Source: an optimization exercise on an open RTL-to-GDS flow (aim: small area). Production flows keep margins and buffers that such runs may drop.
RTL that was checked went through simulation tests only; none was proved equivalent to the original.
No functional check of the RTL was part of runs 1, 2, 5 and 6.
The clock port is modelled as an ideal driver; clocking choices that lean on that would not hold on a real chip.
Power figures rest on the tool's default switching activity, not on a simulated workload.

### flow/constraint.sdc
create_clock -name core_clock -period 6.0 [get_ports {clk}]
set_input_delay 1.2000 -clock core_clock [delete_from_list [all_inputs] [get_ports {clk}]]
set_output_delay 1.2000 -clock core_clock [all_outputs]
set_load 0.01 [all_outputs]
### flow/flow/run.sh
#!/bin/bash
# Standard ORFS layout with two changes: port buffers use the smallest
# buffer cell, and clock tree synthesis uses small clock buffers and no
# dummy loads. Everything else (synthesis, floorplan, power grid, taps,
# placement, routing) is the standard flow.
set -euo pipefail
export BUFFER_PORTS_ARGS="-buffer_cell sky130_fd_sc_hd__buf_1"
export CTS_ARGS="-sink_clustering_enable -repair_clock_nets -dont_use_dummy_load -buf_list sky130_fd_sc_hd__clkbuf_4 -sink_clustering_size 30 -sink_clustering_max_diameter 100"
bash standard.sh > standard_flow.log 2>&1
### flow/design.v
package lcf_pkg;
  localparam logic [3:0] FUNC_TICK       = 4'd0;
  localparam logic [3:0] FUNC_CONNECT    = 4'd1;
  localparam logic [3:0] FUNC_ACCEPT     = 4'd2;
  localparam logic [3:0] FUNC_DISCONNECT = 4'd3;
  localparam logic [3:0] FUNC_DISC_ACK   = 4'd4;
  localparam logic [3:0] FUNC_REMOTE     = 4'd5;
  localparam logic [3:0] FUNC_FORCE      = 4'd6;
  localparam logic [3:0] FUNC_ACTIVITY   = 4'd7;
  localparam logic [3:0] FUNC_RESET      = 4'd8;
endpackage
module link_connection_fsm_top (
  input  logic        clk,
  input  logic        rst,
  input  logic        in_valid,
  output logic        in_stall,
  input  logic [38:0] in_data,
  output logic        out_valid,
  input  logic        out_stall,
  output logic [44:0] out_data,
  input  logic        cfg_valid,
  output logic        cfg_ready,
  input  logic [3:0]  cfg_index,
  input  logic [31:0] cfg_data
);
  logic [15:0] ct_lo, dt_lo, ht_lo;
  logic        ct_hi, dt_hi, ht_hi;
  logic [7:0]  maxr;
  assign cfg_ready = 1'b1;
  wire [15:0] wd_100  = rst ? 16'd100  : cfg_data[15:0];
  wire [15:0] wd_1000 = rst ? 16'd1000 : cfg_data[15:0];
  wire [7:0]  wd_3    = rst ? 8'd3     : cfg_data[7:0];
  wire        wd_hi   = !rst && (|cfg_data[31:16]);
  wire        we_ct = rst || (cfg_valid && cfg_index == 4'd0);
  wire        we_dt = rst || (cfg_valid && cfg_index == 4'd1);
  wire        we_ht = rst || (cfg_valid && cfg_index == 4'd2);
  wire        we_mr = rst || (cfg_valid && cfg_index == 4'd3);
  always_ff @(posedge clk) begin
    if (we_ct) begin ct_lo <= wd_100;  ct_hi <= wd_hi; end
    if (we_dt) begin dt_lo <= wd_100;  dt_hi <= wd_hi; end
    if (we_ht) begin ht_lo <= wd_1000; ht_hi <= wd_hi; end
    if (we_mr) maxr <= wd_3;
  end
  logic       held_valid;
  logic [3:0] h_func;
  logic [2:0] h_rsn;
  logic       take;
  assign in_stall = held_valid && !take;
  always_ff @(posedge clk) begin
    if (rst) held_valid <= 1'b0;
    else if (!in_stall) held_valid <= in_valid;
    if (!in_stall) begin
      h_func <= in_data[38:35];
      h_rsn  <= in_data[2:0];
    end
  end
  logic [1:0]  st;         
  logic [15:0] tmr;
  logic [7:0]  retry;
  logic [2:0]  reason;
  logic [31:0] uid;
  logic        r_status, r_sc, r_d;
  logic [1:0]  r_ta;
  assign take = held_valid && (!out_valid || !out_stall);
  wire f_tick = (h_func == 4'd0);
  wire f_conn = (h_func == 4'd1);
  wire f_acc  = (h_func == 4'd2);
  wire f_disc = (h_func == 4'd3);
  wire f_dack = (h_func == 4'd4);
  wire f_rem  = (h_func == 4'd5);
  wire f_forc = (h_func == 4'd6);
  wire f_act  = (h_func == 4'd7);
  wire f_rst  = (h_func == 4'd8);
  wire f_bad  = h_func[3] && (h_func[2:0] != 3'd0);
  wire s_disc   = (st == 2'd0);
  wire s_conning = (st == 2'd1);
  wire s_conn   = (st == 2'd2);
  wire s_discing = (st == 2'd3);
  always_ff @(posedge clk) begin
    if (!in_stall && !st[1] && !(held_valid && f_acc)) uid <= in_data[34:3];
  end
  logic [15:0] lim_lo;
  logic        lim_hi;
  always_comb begin
    if (!st[1])     begin lim_lo = ct_lo; lim_hi = ct_hi; end
    else if (st[0]) begin lim_lo = dt_lo; lim_hi = dt_hi; end
    else            begin lim_lo = ht_lo; lim_hi = ht_hi; end
  end
  wire [15:0] tmr_inc = (&tmr) ? tmr : tmr + 16'd1;
  wire        hit     = !lim_hi && (tmr_inc >= lim_lo);
  wire        rfull   = (retry >= maxr);
  wire t_hit   = f_tick && hit && !s_disc;
  wire t_retry = t_hit && s_conning && !rfull;
  wire t_fail  = t_hit && s_conning && rfull;       
  wire t_hb    = t_hit && s_conn;                   
  wire t_dto   = t_hit && s_discing;                
  wire v_conn = f_conn && s_disc;
  wire v_acc  = f_acc  && s_conning;
  wire v_disc = f_disc && s_conn;
  wire v_dack = f_dack && s_discing;
  wire v_rem  = f_rem  && !s_disc;
  wire v_forc = f_forc && !s_disc;
  wire invalid = (f_conn && !s_disc) || (f_acc && !s_conning) || (f_disc && !s_conn) ||
                 (f_dack && !s_discing) || (f_rem && s_disc) || f_bad;
  wire to_disc = t_fail || t_hb || t_dto || v_dack || v_rem || v_forc || (f_rst && !s_disc);
  wire d_ev    = t_fail || t_hb || t_dto || v_dack || v_rem || v_forc;
  wire sc      = to_disc || v_conn || v_acc || v_disc;
  logic [1:0] st_n;
  always_comb begin
    st_n = st;
    if (to_disc)     st_n = 2'd0;
    else if (v_conn) st_n = 2'd1;
    else if (v_acc)  st_n = 2'd2;
    else if (v_disc) st_n = 2'd3;
  end
  logic       rs_we;
  logic [2:0] rs_n;
  always_comb begin
    rs_we = 1'b1;
    rs_n  = 3'd0;
    if (t_fail)              rs_n = 3'd4;
    else if (t_hb)           rs_n = 3'd3;
    else if (t_dto || v_dack) rs_n = 3'd1;
    else if (v_rem)          rs_n = 3'd2;
    else if (v_forc)         rs_n = h_rsn;
    else if (v_conn || f_rst) rs_n = 3'd0;
    else rs_we = 1'b0;
  end
  wire tm_we = f_tick || !(invalid || (f_act && !s_conn));
  wire [15:0] tmr_n = (f_tick && !hit) ? tmr_inc : 16'd0;
  wire rt_we = s_disc || t_retry;
  wire [7:0] retry_n = s_disc ? 8'd0 : retry + 8'd1;
  always_ff @(posedge clk) begin
    if (rst) begin
      st        <= 2'd0;
      reason    <= 3'd0;
      out_valid <= 1'b0;
    end else if (take) begin
      st        <= st_n;
      if (rs_we) reason <= rs_n;
      out_valid <= 1'b1;
    end else if (!out_stall) begin
      out_valid <= 1'b0;
    end
    if (take && tm_we) tmr   <= tmr_n;
    if (take && rt_we) retry <= retry_n;
    if (take) begin
      r_status <= invalid;
      r_ta     <= t_retry ? 2'd1 : (t_fail || t_hb) ? 2'd2 : t_dto ? 2'd3 : 2'd0;
      r_sc     <= sc;
      r_d      <= d_ev;
    end
  end
  assign out_data[44]    = r_status;
  assign out_data[43:42] = r_ta;
  assign out_data[41:40] = st;
  assign out_data[39:8]  = uid & {32{st[1]}};
  assign out_data[7]     = st[1];
  assign out_data[6:4]   = reason;
  assign out_data[3]     = r_sc && (st == 2'd2);
  assign out_data[2]     = r_d;
  assign out_data[1]     = r_ta[1] && !r_ta[0] && reason[2];
  assign out_data[0]     = r_sc;
endmodule
### flow/config.mk
export PLATFORM = sky130hd
export DESIGN_NAME = link_connection_fsm_top
export DESIGN_NICKNAME = link_connection_fsm_top
export VERILOG_FILES = /design/flow/design.v
export SDC_FILE = /design/flow/constraint.sdc
export NUM_CORES = 4
export LEC_CHECK = 0
export CAP_MARGIN = 20
export CORE_MARGIN = 2
export CORE_UTILIZATION = 40
export SLEW_MARGIN = 20
### flow/standard.sh
#!/bin/bash
# synth_recipe.tcl (not shown) runs the flow's synth.tcl, then flattens the netlist and writes it again
# the make line also repeats each setting of config.mk as NAME=value (left out here)
make -C /OpenROAD-flow-scripts/flow DESIGN_CONFIG=/design/flow/config.mk WORK_HOME=/design/flow/orfs CLKGATE_MAP_FILE= SYNTH_SCRIPT=/design/flow/synth_recipe.tcl "${@:-finish}"
==> results list, run 1 <==
- Number of gates given a new drive strength after cts: 0
- Count of flip-flops with a built-in enable after synthesis: 127
- After routing, the total negative slack on setup checks comes to 0 ps.
- CP startpoint kind: flop
* Longest individual stage delay on the worst path: between 800 and 900 ps
- PD cells: between 200 and 250 mW/mm^2
- Proportion of synthesized chip area in sequential cells: 0.587
* Post-route clock skew: approximately 23 ps
- Number of buffers added to fix hold violations after cts: 0
- Post-route fraction of the period consumed by the critical path: 0.661
- Net count of the finished layout: around 800
- In this run the tightest slew margin relative to its limit is 0.405.
- Across all layers, the routed design uses around 4600 vias.
* Buffer and inverter count on the worst path: 1
- Buffers on Ports: ~130
* Min Clock Period, post-route: 3960 ps
* Final standard cell area without fillers: 0.00753 sq mm
* Synthesized flop and latch total: roughly 130
* Area of the placeable core: around 0.017 sq mm
* Total setup violations reported at the end of the flow: 0
* Number of clock sinks: around 130
- The number of max-slew violations in the final report was 0.
- Cell type contributing the most total cell area after synthesis: edfxtp_1
- Wires add up to ~14 mm.
* Peak supply drop: 0.111 mV
- Post-synthesis instance total: between 500 and 600
- The run finished with no timing, DRC or antenna violations.
- Clk latency of the worst-skew pair: approximately 520 ps
* Die outline area: around 0.018 sq mm
- Setup repair after global routing missed its margin: false
- By area the synthesized netlist is led by edfxtp_1, ha_1, and2_1.
* Dominant register cell in the synthesized netlist: edfxtp_1
- After detailed routing, the number of remaining DRC violations is 0.
- Detailed placement finished with a half-perimeter wire length of between 10 and 15 mm.
* Number of filler cells placed in the layout: roughly 1600
* Top cells by instance count after synthesis: edfxtp_1, and2_1, nand2_1, nor2_1, nor2b_1
- # Post-CTS Setup Buffers: 0
* Number of antenna-violating nets in the routed design: 0
* Average footprint of a synthesized cell: 12.0 sq um
- The final hold violation count is 0.
- In this run the worst path has a maximum fanout of 19.
- The total overflow left after global routing is 0.
- H-tree levels: 4
- The cell area that synthesis handed to floorplanning was 0.00673 sq mm.
- Traced cell by cell, the critical path runs through buf_4 > mux2i_1 > a21oi_1 > ha_1 > nand2b_4 > a2111oi_4 > o31ai_1 > a211o_1 > a21oi_1 > and2_1.
- The slowest stage of the critical path is the dfxtp_1 cell.
- Entering global routing, the biggest net connects between 70 and 80 pins.
- Post-route worst hold slack: roughly 590 ps
- Most frequently used cell type in the post-synthesis netlist: edfxtp_1
* Largest delay contributor family on the critical path: compound AO/OA/AOI/OAI gates
- At the worst endpoint, the arrival time is 4330 ps.
- Number of rows in the core area: 47
- Post-Synthesis Net Count: 665
- Slew at the pin closest to its max-slew limit: approximately 890 ps
- Counting flops with an async set or reset pin after synthesis yields a share of 0.
- Share of layout cells above drive strength 1: 0.0767
- TritonCTS built the clock tree.
* Synthesis-to-layout area growth: 11.9%
* Routed wire per std cell: 15.8 um
- Total clock buffers created by CTS: 17
* Via/cell ratio: roughly 5.1
- Across every metal layer, demand over resource in global routing totals 0.167.
- Yosys warnings: 1
* Share of Yosys cell area claimed by the top area cell type: 0.567
* Crit-path most repeated cell: a21oi_1
* Wire length of the first global-routing pass: around 23 mm
- For this configuration, the core starts out at a cell density of 0.407.
* Vertical extent of the die: around 130 um
- The path class of the tightest hold or removal check is flop to flop.
* Clock-pin slew reported for the worst setup and hold paths after clock tree synthesis: approximately 100 ps
- Root buffer cell: clkbuf_4
* Max-cap check violation count: 0
- Final estimated routing congestion in global placement: between 0.8 and 0.9
- Horizontal die dimension: roughly 130 um
- Crit path capture type: flop
- Number of antenna violations at the first check in global routing: 1
- Cell Area, Placed: 0.00740 sq mm
* Setup CP Type: flop to flop
- Iteration-0 DRC count of the detailed router: roughly 330
- The clock passes through at most 2 buffers.
- The netlist uses between 60 and 70 different library cells.
- 128 I/O pins were placed.
- Upper clock frequency limit: 0.252 GHz
- CP Data Required Time: between 6000 and 7000 ps
- Vias in the first global route: roughly 4600
- Leakage: between 2 and 3 nW
- Initial DRT Pass Iterations: 4
layer usage:
metal,vias up,part of all wire,routed length (um),GRT usage
li1,2283,-,-,-
met1,2110,0.46,6550,0.219
met2,157,0.46,6520,0.266
met3,21,0.060,852,0.0457
met4,0,0.019,276,0.0621
met5,-,0,0,0
flip-flops by register name, indices dropped and copies added (netlist names):
signal / count
uid: 32
ct_lo: 16
held_valid: 1
ht_lo: 16
ct_hi: 1
retry: 8
r_d: 1
out_valid: 1
r_status: 1
tmr: 16
dt_lo: 16
r_sc: 1
ht_hi: 1
h_func: 4
h_rsn: 3
st: 2
maxr: 8
reason: 3
dt_hi: 1
r_ta: 2
worst paths after layout:
kind / start / end / slack [ps] / depth (start not counted)
min reg2reg: out_valid / out_valid / 590 / 2
min: out_valid / out_valid / 590 / 2
max: st[0] / tmr[6] / 2040 / 10
max reg2reg: st[0] / tmr[6] / 2040 / 10
per-stage QoR:
stage	util	worst slack [ps]	instances	power (mW)
2_1_floorplan	-	1370	559	1.30
5_1_grt	0.456	1670	899	1.83
3_5_place_dp	0.448	1970	881	1.37
3_3_place_gp	0.448	2040	881	1.36
4_1_cts	0.455	1930	898	1.76
6_report	0.456	2040	899	1.74
cell families (layout without fill, tap and decap cells):
| group | after synthesis | count (layout) | synth area share |
|---|---|---|---|
| AND/OR/NAND/NOR | 219 | 219 | 0.178 |
| flip-flops | 134 | 134 | 0.587 |
| AO/OA/AOI/OAI | 93 | 93 | 0.0969 |
| buffers and inverters | 46 | 165 | 0.0320 |
| adder cells (fa/ha/maj) | 27 | 27 | 0.0498 |
| multiplexers | 20 | 20 | 0.0301 |
| XOR/XNOR | 19 | 19 | 0.0247 |
| other | 1 | 2 | 0.000557 |
where the power goes:
part / leakage (nW) / switching (mW) / internal [mW]
clock network: 0.0782 / 0.265 / 0.129
logic: 1.22 / 0.126 / 0.0894
registers: 1.32 / 0.0344 / 1.10
final cells by class:
cell class              count  area, sq um  area share
diodes                      1         2.50    0.000332
clock buffers              17          128      0.0169
inverters                  15         56.3     0.00748
multi-input cells         379         2590       0.344
flip-flops and latches    134         3960       0.525
well taps                 220          275      0.0365
repair buffers            133          527      0.0699
cells in the final DEF (no fill, tap or decap), types with 2 or more instances in the layout:
cell type / instances
dfxtp_1: 6
buf_1: 125
nor2b_1: 31
nand2b_1: 7
o21bai_1: 2
o32ai_1: 3
edfxtp_1: 127
o21a_1: 4
nor4b_2: 2
and2_1: 45
or2_1: 3
inv_2: 2
o32a_1: 2
nand4_1: 5
nand2_1: 38
a31oi_1: 6
nor3_2: 4
clkbuf_4: 17
a211oi_1: 11
and3_1: 6
a41oi_1: 2
inv_1: 13
xor2_1: 12
o21ai_0: 23
or2_2: 12
xnor2_1: 7
mux2i_1: 18
ha_1: 26
nor2_1: 33
a21oi_1: 19
nor4_1: 6
buf_4: 7
a21o_1: 4
nor3_1: 9
a41o_1: 3
nand3_1: 13
worst reg2reg max path: stages, from the launching register on:
cell and delay (ps):
dfxtp_1 830, buf_4 410, mux2i_1 210, a21oi_1 80, ha_1 290, nand2b_4 150, a2111oi_4 330, o31ai_1 110
a211o_1 450, a21oi_1 740, and2_1 230
==> run 2, diff against run 1 <==
==> flow/run.sh (new file) <==
#!/bin/bash
# synth_recipe.tcl (not shown) runs the flow's synth.tcl, then flattens the netlist and writes it again
# the make line also repeats each setting of config.mk as NAME=value (left out here)
make -C /OpenROAD-flow-scripts/flow DESIGN_CONFIG=/design/flow/config.mk WORK_HOME=/design/flow/orfs CLKGATE_MAP_FILE= SYNTH_SCRIPT=/design/flow/synth_recipe.tcl finish
--- a/flow/config.mk
+++ b/flow/config.mk
@@ -10,2 +10,5 @@
 export CORE_UTILIZATION = 40
+export CTS_BUF_LIST = sky130_fd_sc_hd__clkbuf_4
+export CTS_CLUSTER_DIAMETER = 100
+export CTS_CLUSTER_SIZE = 30
 export SLEW_MARGIN = 20
removed: flow/flow/run.sh
removed: flow/standard.sh
==> results list, run 2 <==
- # Post-CTS Setup Buffers: 0 (unchanged)
* Routed wire per std cell: 16.4 um (was 15.8 um)
- Largest family of logic cells by synthesized area: simple AND/OR/NAND/NOR gates (unchanged)
* Root buffer cell: clkbuf_4 (unchanged)
* Post-synthesis instance total: 559 (unchanged)
- The static leakage was 3.01 nW (was 2.62 nW).
- The worst path arrival time is 4270 ps (was 4330 ps).
- Final standard cell area without fillers: 0.00847 sq mm (was 0.00753 sq mm)
- The total detailed-routing wirelength was 15.0 mm (was 14.2 mm).
* CP max FO: 12 (was 19)
- Final hold violation count: 0 (unchanged)
* Share of layout cells above drive strength 1: 0.0909 (was 0.0767)
* Critical-path cell list: ha_1 > nand3_1 > nand2b_1 > nor3_2 > nor3_1 > xor2_1 > ha_1 > nand4_1 > o31ai_1 > a211o_1 > a31oi_1 > nor3_1 (was buf_4 > mux2i_1 > a21oi_1 > ha_1 > nand2b_4 > a2111oi_4 > o31ai_1 > a211o_1 > a21oi_1 > and2_1)
* H-tree levels: 4 (unchanged)
- Cells taking the most area after synthesis: edfxtp_1, ha_1, and2_1 (unchanged)
- Buffers on Ports: 126 (unchanged)
- Top-level I/O count: 128 (unchanged)
* Adder-cell share of the synthesized area: 0.0498 (unchanged)
* Origin of the worst min-delay path: out_valid (unchanged)
* Number of pins exceeding their max-slew limit in the final report: 0 (unchanged)
* Max-cap check violation count: 0 (unchanged)
- Maximum number of pins on one net before global-route repair: 53 (was 74)
- CP Data Required Time: 6160 ps (was 6370 ps)
- Relative slew margins: 0.307 (was 0.405)
- Run status: timing/DRC/antenna clean (unchanged)
- The power density over cell area came to 236 mW/mm^2 (was 231 mW/mm^2).
- The number of global-route vias before repair is 4889 (was 4617).
- The total overflow reported by the global router came to 0 (unchanged).
- The number of nets with antenna violations after detailed routing was 0 (unchanged).
* Number of antenna violations at the first check in global routing: 1 (unchanged)
- The cell area after technology mapping was 0.00673 sq mm (unchanged).
- The number of warnings issued by yosys was 1 (unchanged).
* Overall power of the completed layout: 2.00 mW (was 1.74 mW)
- The startpoint of the worst setup timing path is tmr[0] (was st[0]).
* Clk latency of the worst-skew pair: 530 ps (was 520 ps)
* Number of unique standard cell types used by synthesis: 61 (unchanged)
- Seq. cell area: 0.00396 sq mm (unchanged)
- The sum of net half-perimeters after detailed placement was 10.6 mm (was 10.4 mm).
- Final estimated routing congestion in global placement: 0.804 (was 0.845)
- The synthesized netlist net count was 665 (unchanged).
- The die width is 134 um (unchanged).
* Reg2Reg Launch Point: tmr[0] (was st[0])
- The die area came to 0.0179 sq mm (unchanged).
- Most frequently used cell type in the post-synthesis netlist: edfxtp_1 (unchanged)
- The xor/xnor share of the synthesized area is 0.0247 (unchanged).
- Dominant register cell in the synthesized netlist: edfxtp_1 (unchanged)
- The number of search-and-repair iterations in the first detailed-routing pass is 5 (was 4).
- Top cells by instance count after synthesis: edfxtp_1, and2_1, nand2_1, nor2_1, nor2b_1 (unchanged).
- Clock-pin slew reported for the worst setup and hold paths after clock tree synthesis: 110 ps (was 100 ps)
* Proportion of register bits with asynchronous set or reset after synthesis: 0 (unchanged)
- The site row count was 47 (unchanged).
- Setup Total Neg Slack: 0 ps (unchanged)
- The critical setup path kind is flop to flop (unchanged).
- The sequential element share of the synthesized area is 0.587 (unchanged).
- The final critical-path required period came to 4110 ps (was 3960 ps).
- Upper clock frequency limit: 0.243 GHz (was 0.252 GHz)
- The standard cell with the maximum stage delay on the critical path was nor3_1 (was dfxtp_1).
- Longest individual stage delay on the worst path: 810 ps (was 830 ps)
* Simple logic cell fraction of the synthesized area: 0.178 (unchanged)
- The mean cell area of the mapped netlist is 12.0 sq um (unchanged).
* Synthesis-to-layout area growth: 25.8% (was 11.9%)
- Slew at the pin closest to its max-slew limit: 1030 ps (was 892 ps)
- The vias per cell came to 5.14 (was 5.08).
* Maximum buffer depth of the clock tree: 2 (unchanged)
- Clock tree from TritonCTS: done (unchanged)
- Most common cell after layout, fill and taps aside: edfxtp_1 (unchanged)
- Iteration-0 DRC count of the detailed router: 330 (was 325)
* Global router's overall resource usage: 0.176 (was 0.167)
- The flip-flop count of the largest register after layout was 32 (unchanged).
* Peak supply drop: 0.118 mV (was 0.111 mV)
* Cell Area, Placed: 0.00818 sq mm (was 0.00740 sq mm)
- Number of buffers added to fix hold violations after cts: 0 (unchanged)
* Net count of the finished layout: 786 (unchanged)
- Multiplexer fraction of the synthesized cell area: 0.0301 (unchanged)
- Count of vias placed by the detailed router: 4695 (was 4571)
- The flip-flop and latch count after synthesis is 134 (unchanged).
- Cell type contributing the most total cell area after synthesis: edfxtp_1 (unchanged)
- Vertical extent of the die: 134 um (unchanged)
- The number of resized instances in the post-cts repair step is 0 (unchanged).
- The startpoint class of the critical path is a flop (unchanged).
- The fill cell total of the finished layout is 1435 (was 1553).
- Most flop-heavy register: uid (unchanged)
- Number of design rule violations left after detail routing: 0 (unchanged)
- The CTS sink count came to 134 (unchanged).
* Area of the placeable core: 0.0165 sq mm (unchanged)
- Post-route clock skew: 15.6 ps (was 22.6 ps)
* HP Class: flop to flop (unchanged)
- Starting Density: 0.407 (unchanged)
- The combined area of the multi-input logic cells was 0.00258 sq mm (was 0.00259 sq mm).
- Synthesized-area fraction occupied by ao, oa, aoi and oai cells: 0.0969 (unchanged)
- Total clock buffers created by CTS: 17 (unchanged)
- The number of setup violations in the final report was 0 (unchanged).
* Wire length of the first global-routing pass: 24.4 mm (was 23.2 mm)
* Most frequent cells in the layout: edfxtp_1, clkdlybuf4s50_1, and2_1 (was edfxtp_1, buf_1, and2_1)
- Count of flip-flops with a built-in enable after synthesis: 127 (unchanged)
* Setup repair after global routing missed its margin: false (unchanged)
- The worst hold margin is 575 ps (was 594 ps).
- Post-route fraction of the period consumed by the critical path: 0.685 (was 0.661)
- The top cell type's share of synthesized area was 0.567 (unchanged).
- The kind of capture point of the worst setup path was a flop (unchanged).
-- run 2: power breakdown --
part | switching, mW | leakage (nW) | internal (mW)
clock | 0.316 | 0.155 | 0.296
combinational | 0.130 | 1.54 | 0.130
sequential | 0.0326 | 1.32 | 1.10
-- run 2: path summary, 6_finish.rpt --
path,endpoint,slack [ps],cells after the start
setup / recovery,retry[0],1890,12
hold / removal,out_valid,570,2
setup reg to reg,retry[0],1890,12
hold reg to reg,out_valid,570,2
-- run 2: cell families after synthesis --
group	count (synthesis)
simple gates	219
fa+ha+maj	27
mux	20
other cells	1
compound gates	93
buf+inv	46
flops	134
xor+xnor	19
-- run 2: final cells by class --
type / count / area share
multi-input cells: 379 / 0.305
repair buffers: 133 / 0.155
diodes: 1 / 0.000296
clock inverters: 12 / 0.0161
flip-flops and latches: 134 / 0.467
well taps: 220 / 0.0325
inverters: 15 / 0.00665
clock buffers: 20 / 0.0177
-- run 2: critical path, delay by kind of cell (launching register included) --
family,cells,cell delay (ps)
DFF,1,400
AOI/OAI and AO/OA,3,760
and+or+nand+nor,6,1890
xor gates and xnor gates,1,180
adders and majority gates,2,500
-- run 2: metrics by stage --
stage          utilization  setup WS [ps]  std cells
3_3_place_gp         0.495           2010        881
2_1_floorplan            -           1370        559
3_5_place_dp         0.495           1930        881
4_1_cts              0.512           1880        913
5_1_grt              0.512           1550        914
6_report             0.512           1890        914
-- run 2: metal layers --
layer,track usage,routed length [um],part of all wire,vias to the layer above
li1,-,-,-,2291
met1,0.220,6560,0.44,2211
met2,0.275,6850,0.46,172
met3,0.0715,1300,0.086,21
met4,0.0686,280,0.019,0
met5,0,0,0,-
==> run 3, diff against run 2 <==
--- a/flow/design.v
+++ b/flow/design.v
@@ -26,9 +26,9 @@
   logic [15:0] ct_lo, dt_lo, ht_lo;
-  logic        ct_hi, dt_hi, ht_hi;
   logic [7:0]  maxr;
   assign cfg_ready = 1'b1;
-  wire [15:0] wd_100  = rst ? 16'd100  : cfg_data[15:0];
-  wire [15:0] wd_1000 = rst ? 16'd1000 : cfg_data[15:0];
+  wire        lim_big = |cfg_data[31:16];
+  wire [15:0] lim_enc = lim_big ? 16'd0 : {cfg_data[15:1], cfg_data[0] | ~(|cfg_data[15:1])};
+  wire [15:0] wd_100  = rst ? 16'd100  : lim_enc;
+  wire [15:0] wd_1000 = rst ? 16'd1000 : lim_enc;
   wire [7:0]  wd_3    = rst ? 8'd3     : cfg_data[7:0];
-  wire        wd_hi   = !rst && (|cfg_data[31:16]);
   wire        we_ct = rst || (cfg_valid && cfg_index == 4'd0);
@@ -38,5 +38,5 @@
   always_ff @(posedge clk) begin
-    if (we_ct) begin ct_lo <= wd_100;  ct_hi <= wd_hi; end
-    if (we_dt) begin dt_lo <= wd_100;  dt_hi <= wd_hi; end
-    if (we_ht) begin ht_lo <= wd_1000; ht_hi <= wd_hi; end
+    if (we_ct) ct_lo <= wd_100;
+    if (we_dt) dt_lo <= wd_100;
+    if (we_ht) ht_lo <= wd_1000;
     if (we_mr) maxr <= wd_3;
@@ -57,3 +57,3 @@
   logic [1:0]  st;         
-  logic [15:0] tmr;
+  logic [15:0] tmr;        
   logic [7:0]  retry;
@@ -61,4 +61,4 @@
   logic [31:0] uid;
-  logic        r_status, r_sc, r_d;
-  logic [1:0]  r_ta;
+  logic        r_sc;
+  logic [1:0]  r_k;      
   assign take = held_valid && (!out_valid || !out_stall);
@@ -82,10 +82,9 @@
   logic [15:0] lim_lo;
-  logic        lim_hi;
   always_comb begin
-    if (!st[1])     begin lim_lo = ct_lo; lim_hi = ct_hi; end
-    else if (st[0]) begin lim_lo = dt_lo; lim_hi = dt_hi; end
-    else            begin lim_lo = ht_lo; lim_hi = ht_hi; end
+    if (!st[1])     lim_lo = ct_lo;
+    else if (st[0]) lim_lo = dt_lo;
+    else            lim_lo = ht_lo;
   end
   wire [15:0] tmr_inc = (&tmr) ? tmr : tmr + 16'd1;
-  wire        hit     = !lim_hi && (tmr_inc >= lim_lo);
+  wire        hit     = (|lim_lo) && (tmr >= lim_lo);
   wire        rfull   = (retry >= maxr);
@@ -105,3 +104,2 @@
   wire to_disc = t_fail || t_hb || t_dto || v_dack || v_rem || v_forc || (f_rst && !s_disc);
-  wire d_ev    = t_fail || t_hb || t_dto || v_dack || v_rem || v_forc;
   wire sc      = to_disc || v_conn || v_acc || v_disc;
@@ -129,3 +127,3 @@
   wire tm_we = f_tick || !(invalid || (f_act && !s_conn));
-  wire [15:0] tmr_n = (f_tick && !hit) ? tmr_inc : 16'd0;
+  wire [15:0] tmr_n = (f_tick && !hit) ? tmr_inc : 16'd1;
   wire rt_we = s_disc || t_retry;
@@ -147,10 +145,10 @@
     if (take) begin
-      r_status <= invalid;
-      r_ta     <= t_retry ? 2'd1 : (t_fail || t_hb) ? 2'd2 : t_dto ? 2'd3 : 2'd0;
       r_sc     <= sc;
-      r_d      <= d_ev;
+      r_k[1]   <= invalid || t_fail || t_hb || t_dto;
+      r_k[0]   <= t_retry || t_dto || v_dack || v_rem || v_forc;
     end
   end
-  assign out_data[44]    = r_status;
-  assign out_data[43:42] = r_ta;
+  assign out_data[44]    = !r_sc && r_k[1];
+  assign out_data[43]    = r_sc && r_k[1];
+  assign out_data[42]    = r_k[0] && (r_k[1] || !r_sc);
   assign out_data[41:40] = st;
@@ -160,4 +158,4 @@
   assign out_data[3]     = r_sc && (st == 2'd2);
-  assign out_data[2]     = r_d;
-  assign out_data[1]     = r_ta[1] && !r_ta[0] && reason[2];
+  assign out_data[2]     = r_sc && (r_k != 2'd0);
+  assign out_data[1]     = r_sc && r_k == 2'd2 && reason[2];
   assign out_data[0]     = r_sc;
==> flow/flow/run.sh (new file) <==
#!/bin/bash
# The standard ORFS layout with these changes:
#  - port buffers use the smallest buffer cell;
#  - clock tree synthesis uses clkbuf_4 and no dummy loads, and then
#    flow/post_cts.tcl upsizes any clock buffer whose flip-flop clock pins
#    would see a slow edge.
# Synthesis, floorplan, power grid, taps, placement and routing are the
# standard flow's.
set -euo pipefail
here=$(pwd)
export BUFFER_PORTS_ARGS="-buffer_cell sky130_fd_sc_hd__buf_1"
export CTS_ARGS="-sink_clustering_enable -repair_clock_nets -dont_use_dummy_load -buf_list sky130_fd_sc_hd__clkbuf_4"
export POST_CTS_TCL=$here/flow/post_cts.tcl
bash standard.sh > standard_flow.log 2>&1
==> flow/flow/post_cts.tcl (new file) <==
# Upsize clock buffers whose flip-flop clock pins would see a slow edge
# (placement-estimated slew over 105 ps), then legalize again.
set cts_sizes {sky130_fd_sc_hd__clkbuf_2 sky130_fd_sc_hd__clkbuf_4 sky130_fd_sc_hd__clkbuf_8 sky130_fd_sc_hd__clkbuf_16}
proc cts_pin_slew_ps {pin} {
  set worst 0
  foreach edge {rise fall} {
    foreach a {min max} {
      set s [expr {[sta::time_ui_sta [get_property $pin slew_${a}_$edge]] * 1e12}]
      if {$s > $worst} { set worst $s }
    }
  }
  return $worst
}
set cts_reg_pins {}
foreach p [all_registers -clock_pins -edge_triggered] { dict set cts_reg_pins [get_full_name $p] 1 }
for {set pass 0} {$pass < 3} {incr pass} {
  estimate_parasitics -placement
  set changed 0
  foreach inst [get_cells *] {
    set i [lsearch -exact $cts_sizes [get_property $inst ref_name]]
    if {$i < 0 || $i == [llength $cts_sizes] - 1} { continue }
    set worst 0
    foreach out [get_pins -of_objects $inst -filter "direction==output"] {
      foreach p [get_pins -of_objects [get_nets -of_objects $out] -filter "direction==input"] {
        if {![dict exists $cts_reg_pins [get_full_name $p]]} { continue }
        set s [cts_pin_slew_ps $p]
        if {$s > $worst} { set worst $s }
      }
    }
    if {$worst > 105} {
      puts "post_cts: [get_full_name $inst] [get_property $inst ref_name] -> [lindex $cts_sizes [expr {$i + 1}]] (sink slew [format %.1f $worst] ps)"
      replace_cell $inst [lindex $cts_sizes [expr {$i + 1}]]
      incr changed
    }
  }
  if {$changed == 0} { break }
}
estimate_parasitics -placement
detailed_placement
check_placement -verbose
==> flow/standard.sh (new file) <==
#!/bin/bash
# synth_recipe.tcl (not shown) runs the flow's synth.tcl, then flattens the netlist and writes it again
# the make line also repeats each setting of config.mk as NAME=value (left out here)
make -C /OpenROAD-flow-scripts/flow DESIGN_CONFIG=/design/flow/config.mk WORK_HOME=/design/flow/orfs CLKGATE_MAP_FILE= SYNTH_SCRIPT=/design/flow/synth_recipe.tcl "${@:-finish}"
--- a/flow/config.mk
+++ b/flow/config.mk
@@ -10,5 +10,2 @@
 export CORE_UTILIZATION = 40
-export CTS_BUF_LIST = sky130_fd_sc_hd__clkbuf_4
-export CTS_CLUSTER_DIAMETER = 100
-export CTS_CLUSTER_SIZE = 30
 export SLEW_MARGIN = 20
removed: flow/run.sh
==> results list, run 3 <==
- Upper clock frequency limit: 0.244 GHz (was 0.243 GHz)
- Number of antenna violations at the first check in global routing: 1 (unchanged)
- The number of warnings issued by yosys is 1 (unchanged).
* Average footprint of a synthesized cell: 11.9 sq um (was 12.0 sq um)
- The slew at the pin with the worst max-slew slack is 1050 ps (was 1030 ps).
- The setup skew after layout was 37.3 ps (was 15.6 ps).
* Synthesized flop and latch total: 129 (was 134)
- Critical-path cell list: mux2_2 > mux2i_1 > ha_1 > nand4_1 > nor2_1 > nand3b_1 > and4b_1 > o21ai_2 > nor3_1 > nor3_4 (was ha_1 > nand3_1 > nand2b_1 > nor3_2 > nor3_1 > xor2_1 > ha_1 > nand4_1 > o31ai_1 > a211o_1 > a31oi_1 > nor3_1).
* Most frequently used cell type in the post-synthesis netlist: edfxtp_1 (unchanged)
- Synthesis-to-layout area growth: 12.7% (was 25.8%)
- The highest net fanout along the worst path is 18 (was 12).
- Cells taking the most area after synthesis: edfxtp_1, and2_1, ha_1 (was edfxtp_1, ha_1, and2_1)
- Run status: timing/DRC/antenna clean (unchanged).
- Number of clock sinks: 129 (was 134)
- The standard cell with the maximum stage delay on the critical path is dfxtp_1 (was nor3_1).
* Iteration-0 DRC count of the detailed router: 280 (was 330)
- Number of standard cells in the final layout excluding fillers: 890 (was 914)
* Horizontal die dimension: 132 um (was 134 um)
* Buffers on Ports: 126 (unchanged)
- Routed wire per std cell: 16.4 um (about the same)
* Most common cell after layout, fill and taps aside: buf_1 (was edfxtp_1)
- The vertical die dimension was 132 um (was 134 um).
- Count of vias placed by the detailed router: 4496 (was 4695)
- Longest individual stage delay on the worst path: 900 ps (was 810 ps)
- The post-layout total power came to 1.63 mW (was 2.00 mW).
- The clock latency at the later pin of the worst-skew pair was 530 ps (about the same).
* Cell Area, Placed: 0.00724 sq mm (was 0.00818 sq mm)
- Number of flip-flops in the largest register: 32 (unchanged)
- The total track usage came to 0.174 (was 0.176).
* Starting Density: 0.411 (was 0.407)
- Setup CP Type: flop to flop (unchanged)
* Cell type contributing the most total cell area after synthesis: edfxtp_1 (unchanged)
* Share of layout cells above drive strength 1: 0.0817 (was 0.0909)
- The worst path arrival time came to 4230 ps (was 4270 ps).
* Number of pins exceeding their max-slew limit in the final report: 0 (unchanged)
- The critical path data required time came to 6130 ps (was 6160 ps).
* Pre-CTS WS: 1230 ps (was 1930 ps)
- Number of placed instances with taps included: 872 (was 881)
- The worst relative slew slack was 0.291 (was 0.307).
- Final estimated routing congestion in global placement: 0.878 (was 0.804)
* Aggregate global routing overflow: 0 (unchanged)
* Post-detail-place hpwl: 10.7 mm (was 10.6 mm)
- The final hold violation count is 0 (unchanged).
- Clock-pin slew reported for the worst setup and hold paths after clock tree synthesis: 80 ps (was 110 ps)
* Via/cell ratio: 5.05 (was 5.14)
- The number of nets in the layout was 781 (was 786).
- The startpoint class of the critical path is a flop (unchanged).
- Min Clock Period, post-route: 4100 ps (was 4110 ps)
* Top cells by instance count after synthesis: edfxtp_1, and2_1, nor2_1, ha_1, nand2_1 (was edfxtp_1, and2_1, nand2_1, nor2_1, nor2b_1)
* Dominant register cell in the synthesized netlist: edfxtp_1 (unchanged)
- Area of the placeable core: 0.0160 sq mm (was 0.0165 sq mm)
- The final-layout setup total negative slack was 0 ps (unchanged).
- The number of synthesized flops with an enable pin is 122 (was 127).
- The cell area after technology mapping was 0.00658 sq mm (was 0.00673 sq mm).
- Number of antenna-violating nets in the routed design: 0 (unchanged)
* Most frequent cells in the layout: buf_1, edfxtp_1, and2_1 (was edfxtp_1, clkdlybuf4s50_1, and2_1)
- The number of search-and-repair iterations in the first detailed-routing pass came to 5 (unchanged).
- Post-route worst hold slack: 479 ps (was 575 ps)
- The async set or reset register ratio after synthesis is 0 (unchanged).
* Setup repair after global routing missed its margin: false (unchanged)
- The top cell type's share of synthesized area came to 0.557 (was 0.567).
* Setup slack after layout: 1900 ps (was 1890 ps)
- Post-Route WL: 14.6 mm (was 15.0 mm)
- The fraction of the cycle the final worst path needs is 0.683 (was 0.685).
* Die outline area: 0.0175 sq mm (was 0.0179 sq mm)
- The most flop-heavy register was uid (unchanged).
* Wire length of the first global-routing pass: 23.9 mm (was 24.4 mm)
- PD cells: 220 mW/mm^2 (was 236 mW/mm^2)
* Crit path capture type: flop (unchanged)
- Number of rows in the core area: 46 (was 47)
- The final cell utilization of the core was 0.463 (was 0.512).
- Clock tree from TritonCTS: done (unchanged)
- The sequential element share of the synthesized area is 0.578 (was 0.587).
- Total setup violations reported at the end of the flow: 0 (unchanged)
- The worst min-delay path class is flop to flop (unchanged).
- Leakage: 2.59 nW (was 3.01 nW)
- Vias in the first global route: 4736 (was 4889)
- Number of unique standard cell types used by synthesis: 58 (was 61)
- Max-cap check violation count: 0 (unchanged)
- The number of DRC violations after detailed routing was 0 (unchanged).
- The maximum resistive drop on vdd was 0.158 mV (was 0.118 mV).
- The number of top-level design ports is 128 (unchanged).
- The maximum number of pins on one net before global-route repair is 49 (was 53).
* Post-Synthesis Net Count: 660 (was 665)
- The final non-filler cell area is 0.00741 sq mm (was 0.00847 sq mm).
- The number of standard cells after synthesis came to 554 (was 559).
-- run 3: cell types whose count changed in the layout (fill, tap and decap cells not counted), moves of 7 or more --
cell,delta
buf_1,+126
inv_1,+7
nor2b_1,-14
and2_1,+9
clkdlybuf4s50_1,-125
a211oi_1,-11
o21ai_0,-13
nand2_1,-14
mux2_2,+10
nor2_1,+14
-- run 3: worst paths after layout --
kind	from	to	slack [ps]	cells after the start
max	st[0]	tmr[11]	1900	10
min	reason[0]	reason[0]	480	2
max reg2reg	st[0]	tmr[11]	1900	10
min reg2reg	reason[0]	reason[0]	480	2
-- run 3: cell type report --
type	count	area [sq um]
antenna	1	2.50
sequential	129	3800
timing repair buffer	133	526
tap	216	270
clock buffer	17	146
fill	1535	8590
multi-input combinational	374	2590
inverter	20	75.1
-- run 3: metal layers --
metal  part of all wire  global-route usage
met5                  0                   0
met4             0.0080              0.0556
met3              0.068              0.0554
met2               0.49               0.295
met1               0.43               0.213
-- run 3: cell families after synthesis --
family,share of synthesized area
and+or+nand+nor,0.188
muxes,0.0521
buffers and inverters,0.0344
adders and majority gates,0.0495
AOI/OAI and AO/OA,0.0702
xor gates and xnor gates,0.0266
DFF,0.578
other,0.000570
-- run 3: power by group --
| part | leakage (nW) | switching (mW) | internal (mW) |
|---|---|---|---|
| clock network | 0.0860 | 0.261 | 0.150 |
| logic | 1.25 | 0.0880 | 0.0632 |
| registers | 1.26 | 0.0281 | 1.04 |
| total | 2.59 | 0.377 | 1.25 |
-- run 3: worst max-delay path: cells and delay by family, from the launching register on --
| family | cells | cell delay (ps) |
|---|---|---|
| adder cells (fa/ha/maj) | 1 | 210 |
| AND/OR/NAND/NOR | 6 | 1380 |
| AO/OA/AOI/OAI | 1 | 550 |
| flip-flops | 1 | 900 |
| multiplexers | 2 | 670 |
==> run 4, diff against run 3 <==
--- a/flow/flow/run.sh
+++ b/flow/flow/run.sh
@@ -2,2 +2,5 @@
 # The standard ORFS layout with these changes:
+#  - synthesis maps the logic with an area-oriented ABC script
+#    (flow/synth_area.tcl, flow/area.abc); everything else in it is
+#    synth_recipe.tcl's;
 #  - port buffers use the smallest buffer cell;
@@ -6,6 +9,6 @@
 #    would see a slow edge.
-# Synthesis, floorplan, power grid, taps, placement and routing are the
-# standard flow's.
+# Floorplan, power grid, taps, placement and routing are the standard flow's.
 set -euo pipefail
 here=$(pwd)
+export AREA_ABC_SCRIPT=$here/flow/area.abc
 export BUFFER_PORTS_ARGS="-buffer_cell sky130_fd_sc_hd__buf_1"
@@ -13,2 +16,6 @@
 export POST_CTS_TCL=$here/flow/post_cts.tcl
+# synthesis: standard.sh's make command with our synthesis script
+sed "s#SYNTH_SCRIPT=[^ ]*#SYNTH_SCRIPT=$here/flow/synth_area.tcl#" standard.sh > synth_area.sh
+bash synth_area.sh synth > synth.log 2>&1
+# the rest of the standard flow
 bash standard.sh > standard_flow.log 2>&1
==> flow/flow/area.abc (new file) <==
strash
ifraig
dc2
balance
rewrite
refactor
balance
rewrite
rewrite -z
balance
refactor -z
rewrite -z
balance
dch -f
amap
==> flow/flow/synth_area.tcl (new file) <==
# The standard synthesis (synth_recipe.tcl), with one change: ABC maps the
# logic with an area-oriented script (flow/area.abc) instead of ORFS's speed
# script. Registers are mapped before ABC runs, so they are the standard
# synthesis's, with the same names and cells.
proc synth {args} { yosys synth -nofsm -noshare {*}$args }
proc abc {args} {
  set i [lsearch -exact $args -script]
  if {$i >= 0} { lset args [expr {$i + 1}] $::env(AREA_ABC_SCRIPT) }
  yosys abc {*}$args
}
source $::env(SCRIPTS_DIR)/synth.tcl
# left out here: clear keep_hierarchy, flatten, clean up, hide names made inside functions, write 1_2_yosys.v
==> results list, run 4 <==
- The number of antenna diodes was 0 (was 1).
- Clock tree from TritonCTS: done (unchanged)
* Post-route clock skew: 31.3 ps (was 37.3 ps)
- Horizontal die dimension: 126 um (was 132 um)
- Die outline area: 0.0158 sq mm (was 0.0175 sq mm)
- The most frequent cell after synthesis is edfxtp_1 (unchanged).
* PD cells: 236 mW/mm^2 (was 220 mW/mm^2)
- The vertical die dimension came to 126 um (was 132 um).
* Min Clock Period, post-route: 5260 ps (was 4100 ps)
* Final estimated routing congestion in global placement: 0.847 (was 0.878)
* Crit-path most repeated cell: o21a_1
* Area of the placeable core: 0.0145 sq mm (was 0.0160 sq mm)
- The number of top-level design ports is 128 (unchanged).
- The cell count after placement was 788 (was 872).
- The number of standard cells after synthesis is 486 (was 554).
- The number of synthesized flops with an enable pin came to 122 (unchanged).
* Most frequent cells in the layout: buf_1, edfxtp_1, nor2_1 (was buf_1, edfxtp_1, and2_1)
* Slew at the pin closest to its max-slew limit: 950 ps (was 1050 ps)
* Cells taking the most area after synthesis: edfxtp_1, ha_1, nor2b_1 (was edfxtp_1, and2_1, ha_1)
- The fraction of the cycle the final worst path needs is 0.877 (was 0.683).
- The number of max-slew violations in the final report came to 0 (unchanged).
* HP Class: flop to flop (unchanged)
- The clock latency at the later pin of the worst-skew pair was 550 ps (was 530 ps).
- The global-route wire length before repair came to 20.7 mm (was 23.9 mm).
* Slowest CP cell: dfxtp_1 (unchanged)
- Setup repair after global routing missed its margin: false (unchanged).
- The fill cell total of the finished layout is 1332 (was 1535).
* Buffers on Ports: 126 (unchanged)
- The critical path buffer and inverter count was 2 (was 0).
- Number of rows in the core area: 44 (was 46)
- The number of DRC violations after detailed routing is 0 (unchanged).
* Final hold violation count: 0 (unchanged)
- The kind of cell adding the most delay to the critical path was compound AO/OA/AOI/OAI gates (was simple AND/OR/NAND/NOR gates).
* Leakage: 2.30 nW (was 2.59 nW)
- The initial antenna violation count was 0 (was 1).
* Initial DRT Pass Iterations: 5 (unchanged)
- Post-detail-place hpwl: 9.46 mm (was 10.7 mm)
* Most flop-heavy register: uid (unchanged)
- Post-Route WL: 12.7 mm (was 14.6 mm)
- Iteration-0 DRC count of the detailed router: 291 (was 280)
- CP startpoint kind: flop (unchanged)
- The flip-flop and latch count after synthesis is 129 (unchanged).
- The proportion of layout cells with a drive suffix above 1 is 0.0451 (was 0.0817).
* Vias in the first global route: 4285 (was 4736)
- CP max FO: 47 (was 18)
- The total track usage was 0.167 (was 0.174).
* Upper clock frequency limit: 0.190 GHz (was 0.244 GHz)
- Number of unique standard cell types used by synthesis: 35 (was 58)
* Relative slew margins: 0.367 (was 0.291)
- The final-layout setup total negative slack is 0 ps (unchanged).
- The final non-filler cell total is 805 (was 890).
* Proportion of register bits with asynchronous set or reset after synthesis: 0 (unchanged)
- Crit path capture type: flop (unchanged)
* Most common cell after layout, fill and taps aside: buf_1 (unchanged)
* Setup CP Type: flop to flop (unchanged)
- Cell type contributing the most total cell area after synthesis: edfxtp_1 (unchanged)
- The cell area after technology mapping was 0.00592 sq mm (was 0.00658 sq mm).
- The biggest cell delay along the critical path was 510 ps (was 900 ps).
- Proportion of synthesized chip area in sequential cells: 0.642 (was 0.578)
- Yosys warnings: 1 (unchanged)
- The flip-flop count of the largest register after layout was 32 (unchanged).
- The top cell type's share of synthesized area was 0.619 (was 0.557).
* Count of vias placed by the detailed router: 4263 (was 4496)
* Net count of the finished layout: 729 (was 781)
* Dominant register cell in the synthesized netlist: edfxtp_1 (unchanged)
* Starting Density: 0.409 (was 0.411)
* Number of antenna-violating nets in the routed design: 0 (unchanged)
* CP Data Required Time: 6420 ps (was 6130 ps)
* Clock-pin slew reported for the worst setup and hold paths after clock tree synthesis: 80 ps (about the same)
- Top cells by instance count after synthesis: edfxtp_1, nor2_1, clkinv_1, nor2b_1, ha_1 (was edfxtp_1, and2_1, nor2_1, ha_1, nand2_1).
- The maximum resistive drop on vdd was 0.184 mV (was 0.158 mV).
* Post-route worst hold slack: 512 ps (was 479 ps)
- Via/cell ratio: 5.30 (was 5.05)
- Run status: timing/DRC/antenna clean (unchanged).
- Routed wire per std cell: 15.8 um (was 16.4 um)
- Worst endpoint data arrival time: 5680 ps (was 4230 ps)
* Total setup violations reported at the end of the flow: 0 (unchanged)
* Aggregate global routing overflow: 0 (unchanged)
- Max-cap check violation count: 0 (unchanged)
- Post-Synthesis Net Count: 592 (was 660)
- The mean cell area of the mapped netlist was 12.2 sq um (was 11.9 sq um).
* Number of clock sinks: 129 (unchanged)
* Synthesis-to-layout area growth: 14.4% (was 12.7%)
- Maximum number of pins on one net before global-route repair: 48 (was 49)
[run 4: logic make-up (layout without fill, tap and decap cells)]
family	Yosys count	after routing	synth area share
compound gates	92	92	0.113
fa+ha+maj	26	26	0.0549
buf+inv	62	197	0.0412
flops	129	129	0.642
other cells	1	1	0.000633
simple gates	176	176	0.148
[run 4: layout make-up]
class	instances	area, sq um	area share
inverter	48	180	0.0266
timing repair buffer	132	518	0.0764
multi-input combinational	295	1900	0.281
clock buffer	17	140	0.0207
tap	184	230	0.0340
sequential	129	3800	0.561
[run 4: per-stage QoR]
step / cell area [sq um] / utilization / setup WS, ps / total power [mW]
2_1_floorplan: 5920 / - / 36.3 / 1.15
3_3_place_gp: 6640 / 0.458 / 938 / 1.21
3_5_place_dp: 6640 / 0.458 / 793 / 1.21
5_1_grt: 6780 / 0.468 / 228 / 1.67
6_report: 6780 / 0.468 / 739 / 1.60
[run 4: where the power goes]
part / switching [mW] / internal [mW]
Sequential: 0.0206 / 1.04
Combinational: 0.0788 / 0.0536
Clock: 0.263 / 0.143
Total: 0.362 / 1.23
[run 4: worst paths after layout]
check / startpoint / to / slack (ps) / depth (start not counted)
setup reg to reg: st[1] / st[0] / 740 / 26
hold reg to reg: h_rsn[1] / reason[1] / 510 / 2
hold / removal: h_rsn[1] / reason[1] / 510 / 2
setup / recovery: st[1] / st[0] / 740 / 26
[run 4: tightest hold or removal path, delay by kind of cell (launching register included)]
family / cells / cell delay, ps
and+or+nand+nor: 1 / 40
DFF: 1 / 320
AOI/OAI and AO/OA: 1 / 110
[run 4: metal layers]
| layer | routed length, um | vias to the layer above | track usage |
|---|---|---|---|
| met5 | 0 | - | 0 |
| met4 | 191 | 0 | 0.0575 |
| met3 | 928 | 20 | 0.0599 |
| met2 | 5980 | 180 | 0.268 |
| met1 | 5580 | 1991 | 0.212 |
| li1 | - | 2072 | - |
==> run 5, diff against run 4 <==
--- a/flow/design.v
+++ b/flow/design.v
@@ -25,3 +25,15 @@
 );
-  logic [15:0] ct_lo, dt_lo, ht_lo;
+  function automatic logic geq16(input logic [15:0] a, input logic [15:0] b);
+    logic g;
+    g = 1'b1;
+    for (int i = 0; i < 16; i++) g = (a[i] & ~b[i]) | (~(a[i] ^ b[i]) & g);
+    geq16 = g;
+  endfunction
+  function automatic logic geq8(input logic [7:0] a, input logic [7:0] b);
+    logic g;
+    g = 1'b1;
+    for (int i = 0; i < 8; i++) g = (a[i] & ~b[i]) | (~(a[i] ^ b[i]) & g);
+    geq8 = g;
+  endfunction
+  logic [15:0] ct_lo, dt_lo, ht_lo;    
   logic [7:0]  maxr;
@@ -45,5 +57,5 @@
   logic [3:0] h_func;
-  logic [2:0] h_rsn;
   logic       take;
   assign in_stall = held_valid && !take;
+  wire   accept   = in_valid && !in_stall;
   always_ff @(posedge clk) begin
@@ -51,6 +63,3 @@
     else if (!in_stall) held_valid <= in_valid;
-    if (!in_stall) begin
-      h_func <= in_data[38:35];
-      h_rsn  <= in_data[2:0];
-    end
+    if (!in_stall) h_func <= in_data[38:35];
   end
@@ -58,7 +67,8 @@
   logic [15:0] tmr;        
-  logic [7:0]  retry;
   logic [2:0]  reason;
-  logic [31:0] uid;
+  logic [31:0] uid;        
   logic        r_sc;
-  logic [1:0]  r_k;      
+  logic [1:0]  r_k;        
+  wire [7:0] retry = uid[7:0];
+  wire [2:0] frsn  = tmr[2:0];
   assign take = held_valid && (!out_valid || !out_stall);
@@ -74,18 +84,17 @@
   wire f_bad  = h_func[3] && (h_func[2:0] != 3'd0);
-  wire s_disc   = (st == 2'd0);
+  wire s_disc    = (st == 2'd0);
   wire s_conning = (st == 2'd1);
-  wire s_conn   = (st == 2'd2);
+  wire s_conn    = (st == 2'd2);
   wire s_discing = (st == 2'd3);
-  always_ff @(posedge clk) begin
-    if (!in_stall && !st[1] && !(held_valid && f_acc)) uid <= in_data[34:3];
+  wire uid_ld = accept && (in_data[38:35] == 4'd2) && !st[1] && !(held_valid && f_acc);
+  wire rsn_ld = accept && (in_data[38:35] == 4'd6);
+  logic [15:0] lim;
+  always_comb begin
+    if (!st[1])     lim = ct_lo;
+    else if (st[0]) lim = dt_lo;
+    else            lim = ht_lo;
   end
-  logic [15:0] lim_lo;
-  always_comb begin
-    if (!st[1])     lim_lo = ct_lo;
-    else if (st[0]) lim_lo = dt_lo;
-    else            lim_lo = ht_lo;
-  end
-  wire [15:0] tmr_inc = (&tmr) ? tmr : tmr + 16'd1;
-  wire        hit     = (|lim_lo) && (tmr >= lim_lo);
-  wire        rfull   = (retry >= maxr);
+  wire [16:0] tmr_p1 = {1'b0, tmr} + 17'd1;
+  wire        hit    = (|lim) && geq16(tmr, lim);
+  wire        rfull  = geq8(retry, maxr);
   wire t_hit   = f_tick && hit && !s_disc;
@@ -118,7 +127,7 @@
     rs_n  = 3'd0;
-    if (t_fail)              rs_n = 3'd4;
-    else if (t_hb)           rs_n = 3'd3;
+    if (t_fail)               rs_n = 3'd4;
+    else if (t_hb)            rs_n = 3'd3;
     else if (t_dto || v_dack) rs_n = 3'd1;
-    else if (v_rem)          rs_n = 3'd2;
-    else if (v_forc)         rs_n = h_rsn;
+    else if (v_rem)           rs_n = 3'd2;
+    else if (v_forc)          rs_n = frsn;
     else if (v_conn || f_rst) rs_n = 3'd0;
@@ -126,4 +135,5 @@
   end
-  wire tm_we = f_tick || !(invalid || (f_act && !s_conn));
-  wire [15:0] tmr_n = (f_tick && !hit) ? tmr_inc : 16'd1;
+  wire tm_count = f_tick && !hit;
+  wire tm_we = (f_tick || !(invalid || (f_act && !s_conn))) && !(tm_count && tmr_p1[16]);
+  wire [15:0] tmr_n = tm_count ? tmr_p1[15:0] : 16'd1;
   wire rt_we = s_disc || t_retry;
@@ -142,4 +152,8 @@
     end
-    if (take && tm_we) tmr   <= tmr_n;
-    if (take && rt_we) retry <= retry_n;
+    if (rsn_ld)              tmr[2:0]  <= in_data[2:0];
+    else if (take && tm_we)  tmr[2:0]  <= tmr_n[2:0];
+    if (take && tm_we)       tmr[15:3] <= tmr_n[15:3];
+    if (uid_ld)              uid[7:0]  <= in_data[10:3];
+    else if (take && rt_we)  uid[7:0]  <= retry_n;
+    if (uid_ld)              uid[31:8] <= in_data[34:11];
     if (take) begin
==> results list, run 5 <==
* Run status: timing/DRC/antenna clean (unchanged)
* Number of filler cells placed in the layout: 1308 (was 1332)
* Slew at the pin closest to its max-slew limit: 993 ps (was 950 ps)
* Cell Area, Placed: 0.00638 sq mm (was 0.00664 sq mm)
* Pre-CTS WS: 238 ps (was 793 ps)
- The top cell type's share of synthesized area was 0.588 (was 0.619).
- Vertical extent of the die: 123 um (was 126 um)
* Average footprint of a synthesized cell: 11.4 sq um (was 12.2 sq um)
- The fraction of the cycle the final worst path needs came to 0.915 (was 0.877).
* Post-Synthesis Net Count: 602 (was 592)
* Most flop-heavy register: uid (unchanged)
- The startpoint class of the critical path is a flop (unchanged).
* Post-route clock skew: 40.3 ps (was 31.3 ps)
- Longest individual stage delay on the worst path: 400 ps (was 510 ps)
- Wire length of the first global-routing pass: 19.6 mm (was 20.7 mm)
* Number of unique standard cell types used by synthesis: 40 (was 35)
- Post-synthesis instance total: 498 (was 486)
- The flip-flop and latch count after synthesis came to 118 (was 129).
- The routability congestion estimate from global placement came to 0.865 (was 0.847).
- Top cells by instance count after synthesis: edfxtp_1, nor2_1, clkinv_1, nor2b_1, nand2_1 (was edfxtp_1, nor2_1, clkinv_1, nor2b_1, ha_1)
* Post-route worst hold slack: 481 ps (was 512 ps)
- Proportion of register bits with asynchronous set or reset after synthesis: 0 (unchanged)
- Initial DRT Pass Iterations: 5 (unchanged)
* Cells taking the most area after synthesis: edfxtp_1, ha_1, nor2_1 (was edfxtp_1, ha_1, nor2b_1)
- The number of max-slew violations in the final report was 0 (unchanged).
- The cell type contributing the most total cell area after synthesis is edfxtp_1 (unchanged).
- Worst endpoint data arrival time: 5880 ps (was 5680 ps)
* Final standard cell area without fillers: 0.00658 sq mm (was 0.00678 sq mm)
* Most frequently used cell type in the post-synthesis netlist: edfxtp_1 (unchanged)
- Most frequent cells in the layout: buf_1, edfxtp_1, nor2_1 (unchanged).
* Number of standard cells in the final layout excluding fillers: 817 (was 805)
* Setup repair after global routing missed its margin: false (unchanged)
- The total track usage is 0.171 (was 0.167).
- The most common cell type on the critical path is o21a_1 (unchanged).
* Diode insertion count for antenna repair: 0 (unchanged)
* Count of vias placed by the detailed router: 4257 (was 4263)
- CP Data Required Time: 6390 ps (was 6420 ps)
* Final hold violation count: 0 (unchanged)
- The initial detailed-routing violation count is 327 (was 291).
- The final critical-path required period is 5490 ps (was 5260 ps).
* Top-level I/O count: 128 (unchanged)
* Proportion of synthesized chip area in sequential cells: 0.613 (was 0.642)
- The worst min-delay path class is flop to flop (unchanged).
- Setup slack after layout: 510 ps (was 739 ps)
- The cell count after placement is 797 (was 788).
- Number of clock sinks: 118 (was 129)
- The worst relative slew slack came to 0.338 (was 0.367).
* Setup CP Type: flop to flop (unchanged)
* Die outline area: 0.0151 sq mm (was 0.0158 sq mm)
* Post-detail-place hpwl: 9.45 mm (was 9.46 mm)
- Synthesis-to-layout area growth: 16.0% (was 14.4%)
- Upper clock frequency limit: 0.182 GHz (was 0.190 GHz)
- Clock tree from TritonCTS: done (unchanged)
- Net count of the finished layout: 743 (was 729)
* Maximum number of pins on one net before global-route repair: 33 (was 48)
- Number of design rule violations left after detail routing: 0 (unchanged)
- The routed wire length per instance was 15.5 um (was 15.8 um).
- The number of setup violations in the final report was 0 (unchanged).
* Number of antenna-violating nets in the routed design: 0 (unchanged)
- Starting Density: 0.408 (was 0.409)
* Crit path capture type: flop (unchanged)
* CP max FO: 16 (was 47)
- The total detailed-routing wirelength came to 12.7 mm (about the same).
- The number of warnings issued by yosys is 1 (unchanged).
- PD cells: 225 mW/mm^2 (was 236 mW/mm^2)
- Via/cell ratio: 5.21 (was 5.30)
- The proportion of layout cells with a drive suffix above 1 came to 0.0612 (was 0.0451).
- The number of synthesized flops with an enable pin was 111 (was 122).
- The clock transition at the registers of the reported paths was 80 ps (about the same).
* Aggregate global routing overflow: 0 (unchanged)
- Slowest CP cell: dfxtp_4 (was dfxtp_1)
- Most common cell after layout, fill and taps aside: buf_1 (unchanged)
- Area of the placeable core: 0.0139 sq mm (was 0.0145 sq mm)
- Number of antenna violations at the first check in global routing: 0 (unchanged)
- The clock latency at the later pin of the worst-skew pair came to 520 ps (was 550 ps).
- Dominant register cell in the synthesized netlist: edfxtp_1 (unchanged)
- The max-cap check violation count came to 0 (unchanged).
* Number of flip-flops in the largest register: 32 (unchanged)
* Vias in the first global route: 4110 (was 4285)
* Setup Total Neg Slack: 0 ps (unchanged)
- The site row count was 43 (was 44).
* Horizontal die dimension: 123 um (was 126 um)
* Post-Syn Area: 0.00567 sq mm (was 0.00592 sq mm)
* Buffers on Ports: 126 (unchanged)
- The maximum resistive drop on vdd is 0.192 mV (was 0.184 mV).
* Leakage: 2.16 nW (was 2.30 nW)
## run 5: changes by cell type after synthesis, moves of 4 or more
cell / change
nor2_1: +5
a21o_1: -5
a211oi_1: -7
o21ai_0: +8
nand2_1: +10
edfxtp_1: -11
o22ai_1: +4
a31oi_1: -4
clkinv_1: +7
## run 5: final cells by class
cell class | instances | area (sq um) | area share
Sequential cell | 118 | 3480 | 0.529
Tap cell | 180 | 225 | 0.0342
Clock buffer | 17 | 140 | 0.0213
Multi-Input combinational cell | 311 | 1980 | 0.301
Inverter | 55 | 208 | 0.0316
Timing Repair Buffer | 136 | 546 | 0.0830
## run 5: metrics by stage
stage | utilization | power [mW]
6_report | 0.474 | 1.48
5_1_grt | 0.474 | 1.54
3_5_place_dp | 0.460 | 1.11
3_3_place_gp | 0.460 | 1.11
2_1_floorplan | - | 1.05
## run 5: final timing paths
check | from | endpoint | slack, ps | cells after the start
min reg2reg | held_valid | out_valid | 480 | 2
max | st[1] | st[1] | 510 | 37
max reg2reg | st[1] | st[1] | 510 | 37
min | held_valid | out_valid | 480 | 2
## run 5: worst max-delay path, delay by kind of cell (launching register included)
| family | cells | cell delay [ps] |
|---|---|---|
| AO/OA/AOI/OAI | 16 | 2790 |
| AND/OR/NAND/NOR | 18 | 1570 |
| flip-flops | 1 | 400 |
| adder cells (fa/ha/maj) | 1 | 310 |
| buffers and inverters | 2 | 300 |
## run 5: cells by family (layout without fill, tap and decap cells)
| group | Yosys count | after routing | share of synthesized area |
|---|---|---|---|
| AND/OR/NAND/NOR | 187 | 187 | 0.161 |
| flip-flops | 118 | 118 | 0.613 |
| AO/OA/AOI/OAI | 99 | 99 | 0.125 |
| buffers and inverters | 69 | 208 | 0.0477 |
| adder cells (fa/ha/maj) | 24 | 24 | 0.0530 |
| other | 1 | 1 | 0.000661 |
## run 5: power breakdown
part	leakage, nW	total [mW]	switching (mW)	internal [mW]
Sequential	1.11	0.959	0.0195	0.940
Clock	0.0834	0.383	0.240	0.143
Combinational	0.969	0.135	0.0818	0.0537
Total	2.16	1.48	0.341	1.14
## run 5: per-layer routing
layer | vias up | share of wire | wire, um | GRT usage
li1 | 2110 | - | - | -
met5 | - | 0 | 0 | 0
met3 | 22 | 0.057 | 721 | 0.0558
met1 | 1976 | 0.45 | 5670 | 0.224
met4 | 0 | 0.018 | 224 | 0.0632
met2 | 149 | 0.48 | 6060 | 0.267
==> run 6, diff against run 5 <==
--- a/flow/flow/area.abc
+++ b/flow/flow/area.abc
@@ -15 +15,4 @@
 amap
+strash
+dch -f
+amap
==> results list, run 6 <==
- Adder-cell share of the synthesized area: 0.0531 (was 0.0530)
- The leading register cell type out of synthesis was edfxtp_1 (unchanged).
* Upper clock frequency limit: 0.181 GHz (was 0.182 GHz)
- The total overflow reported by the global router was 0 (unchanged).
* Relative slew margins: 0.337 (was 0.338)
- Via/cell ratio: 5.21 (about the same)
* Routed wire per std cell: 15.3 um (was 15.5 um)
- Clock tree from TritonCTS: done (unchanged)
* Share of layout cells above drive strength 1: 0.0528 (was 0.0612)
* Max-cap check violation count: 0 (unchanged)
* Min Clock Period, post-route: 5510 ps (was 5490 ps)
- The flip-flop count of the largest register after layout came to 32 (unchanged).
* Cells taking the most area after synthesis: edfxtp_1, ha_1, nor2_1 (unchanged)
- Average footprint of a synthesized cell: 11.2 sq um (was 11.4 sq um)
- Post-detail-place hpwl: 9.50 mm (was 9.45 mm)
- The final non-filler cell area was 0.00654 sq mm (was 0.00658 sq mm).
* Multiplexer fraction of the synthesized cell area: 0 (unchanged)
- The leading cell type in the layout, fill and taps excluded was buf_1 (unchanged).
- Die outline area: 0.0151 sq mm (about the same)
- The cell area after technology mapping is 0.00566 sq mm (was 0.00567 sq mm).
- Simple logic cell fraction of the synthesized area: 0.169 (was 0.161)
- The biggest cell delay along the critical path was 450 ps (was 400 ps).
* Buffer and inverter count on the worst path: 2 (unchanged)
- The total track usage came to 0.172 (was 0.171).
* Proportion of synthesized chip area in sequential cells: 0.614 (was 0.613)
- Post-synthesis instance total: 507 (was 498)
- The top cell type's share of synthesized area is 0.589 (was 0.588).
- Run status: timing/DRC/antenna clean (unchanged).
* Yosys warnings: 1 (unchanged)
- The number of search-and-repair iterations in the first detailed-routing pass is 5 (unchanged).
* Number of pins exceeding their max-slew limit in the final report: 0 (unchanged)
- The cell type contributing the most total cell area after synthesis is edfxtp_1 (unchanged).
- The CTS sink count was 118 (unchanged).
- Slew at the pin closest to its max-slew limit: 994 ps (was 993 ps)
- Number of filler cells placed in the layout: 1281 (was 1308)
- The critical path data required time is 6390 ps (about the same).
- The vertical die dimension is 123 um (about the same).
- The xor/xnor share of the synthesized area came to 0 (unchanged).
- Cell Area, Placed: 0.00640 sq mm (was 0.00638 sq mm)
* Iteration-0 DRC count of the detailed router: 321 (was 327)
* Slowest CP cell: a222oi_1 (was dfxtp_4)
- Top cells by instance count after synthesis: edfxtp_1, nor2_1, clkinv_1, nor2b_1, nand2_1 (unchanged)
* Number of antenna-violating nets in the routed design: 0 (unchanged)
* Setup CP Type: flop to flop (unchanged)
- PD cells: 223 mW/mm^2 (was 225 mW/mm^2)
- Crit path capture type: flop (unchanged)
* CP startpoint kind: flop (unchanged)
- The combinational family with the most area after synthesis is simple AND/OR/NAND/NOR gates (unchanged).
- The synthesized netlist net count came to 611 (was 602).
- Total setup violations reported at the end of the flow: 0 (unchanged)
* CP max FO: 18 (was 16)
- Clock-pin slew reported for the worst setup and hold paths after clock tree synthesis: 80 ps (about the same)
* Post-route fraction of the period consumed by the critical path: 0.919 (was 0.915)
* Count of vias placed by the detailed router: 4296 (was 4257)
- Most flop-heavy register: uid (unchanged)
* Vias in the first global route: 4135 (was 4110)
- The maximum number of pins on one net before global-route repair came to 34 (was 33).
- The global-route wire length before repair is 19.8 mm (was 19.6 mm).
* Starting Density: 0.409 (was 0.408)
* Number of design rule violations left after detail routing: 0 (unchanged)
- Worst endpoint data arrival time: 5910 ps (was 5880 ps)
* Setup repair after global routing missed its margin: false (unchanged)
* Net count of the finished layout: 750 (was 743)
- Final estimated routing congestion in global placement: 0.914 (was 0.865)
* Synthesized-area fraction occupied by ao, oa, aoi and oai cells: 0.115 (was 0.125)
- Final hold violation count: 0 (unchanged)
- The setup skew after layout came to 25.4 ps (was 40.3 ps).
* Count of flip-flops with a built-in enable after synthesis: 111 (unchanged)
- The clock latency at the later pin of the worst-skew pair was 510 ps (was 520 ps).
- The final-layout setup total negative slack came to 0 ps (unchanged).
- Number of unique standard cell types used by synthesis: 34 (was 40)
## run 6: cell types whose count changed after synthesis, sizes merged, moves of 3 or more
cell,delta
o21ai,+4
a2111oi,+3
o22ai,+3
nor2,+10
## run 6: path summary, 6_finish.rpt
check	start	endpoint	slack [ps]	depth (start not counted)
max	st[1]	st[1]	490	37
min	out_valid	out_valid	510	2
max reg2reg	st[1]	st[1]	490	37
min reg2reg	out_valid	out_valid	510	2
## run 6: final cells by class
class,count,area [sq um],share of cell area
Sequential cell,118,3470,0.532
Multi-Input combinational cell,319,1960,0.300
Timing Repair Buffer,134,533,0.0815
Tap cell,180,225,0.0345
Inverter,56,211,0.0324
Clock buffer,17,128,0.0195
Antenna cell,1,2.50,0.000383
## run 6: worst reg2reg max path, delay by kind of cell, from the launching register on
kind / cells / cell delay, ps
compound gates: 14 / 2570
fa+ha+maj: 1 / 320
buf+inv: 2 / 300
flops: 1 / 380
simple gates: 20 / 1840
## run 6: routing by layer
metal	wire [um]	GRT usage
met2	6070	0.275
met1	5800	0.227
met3	629	0.0461
met4	165	0.0589
met5	0	0
## run 6: through the flow
| stage | power (mW) | hold WS [ps] | setup slack [ps] | instances |
|---|---|---|---|---|
| 6_report | 1.46 | 511 | 486 | 825 |
| 5_1_grt | 1.53 | 541 | 37.1 | 825 |
| 3_5_place_dp | 1.11 | 506 | 437 | 807 |
| 3_3_place_gp | 1.11 | 501 | 578 | 807 |
| 2_1_floorplan | 1.05 | 456 | 243 | 507 |
## run 6: power breakdown
group,switching (mW),internal (mW)
clock,0.238,0.129
combinational,0.0812,0.0533
sequential,0.0199,0.940
## run 6: logic make-up (layout without fill, tap and decap cells)
family,count (synthesis),in the layout
adder cells (fa/ha/maj),24,24
flip-flops,118,118
other,1,2
buffers and inverters,70,207
AO/OA/AOI/OAI,94,94
AND/OR/NAND/NOR,200,200
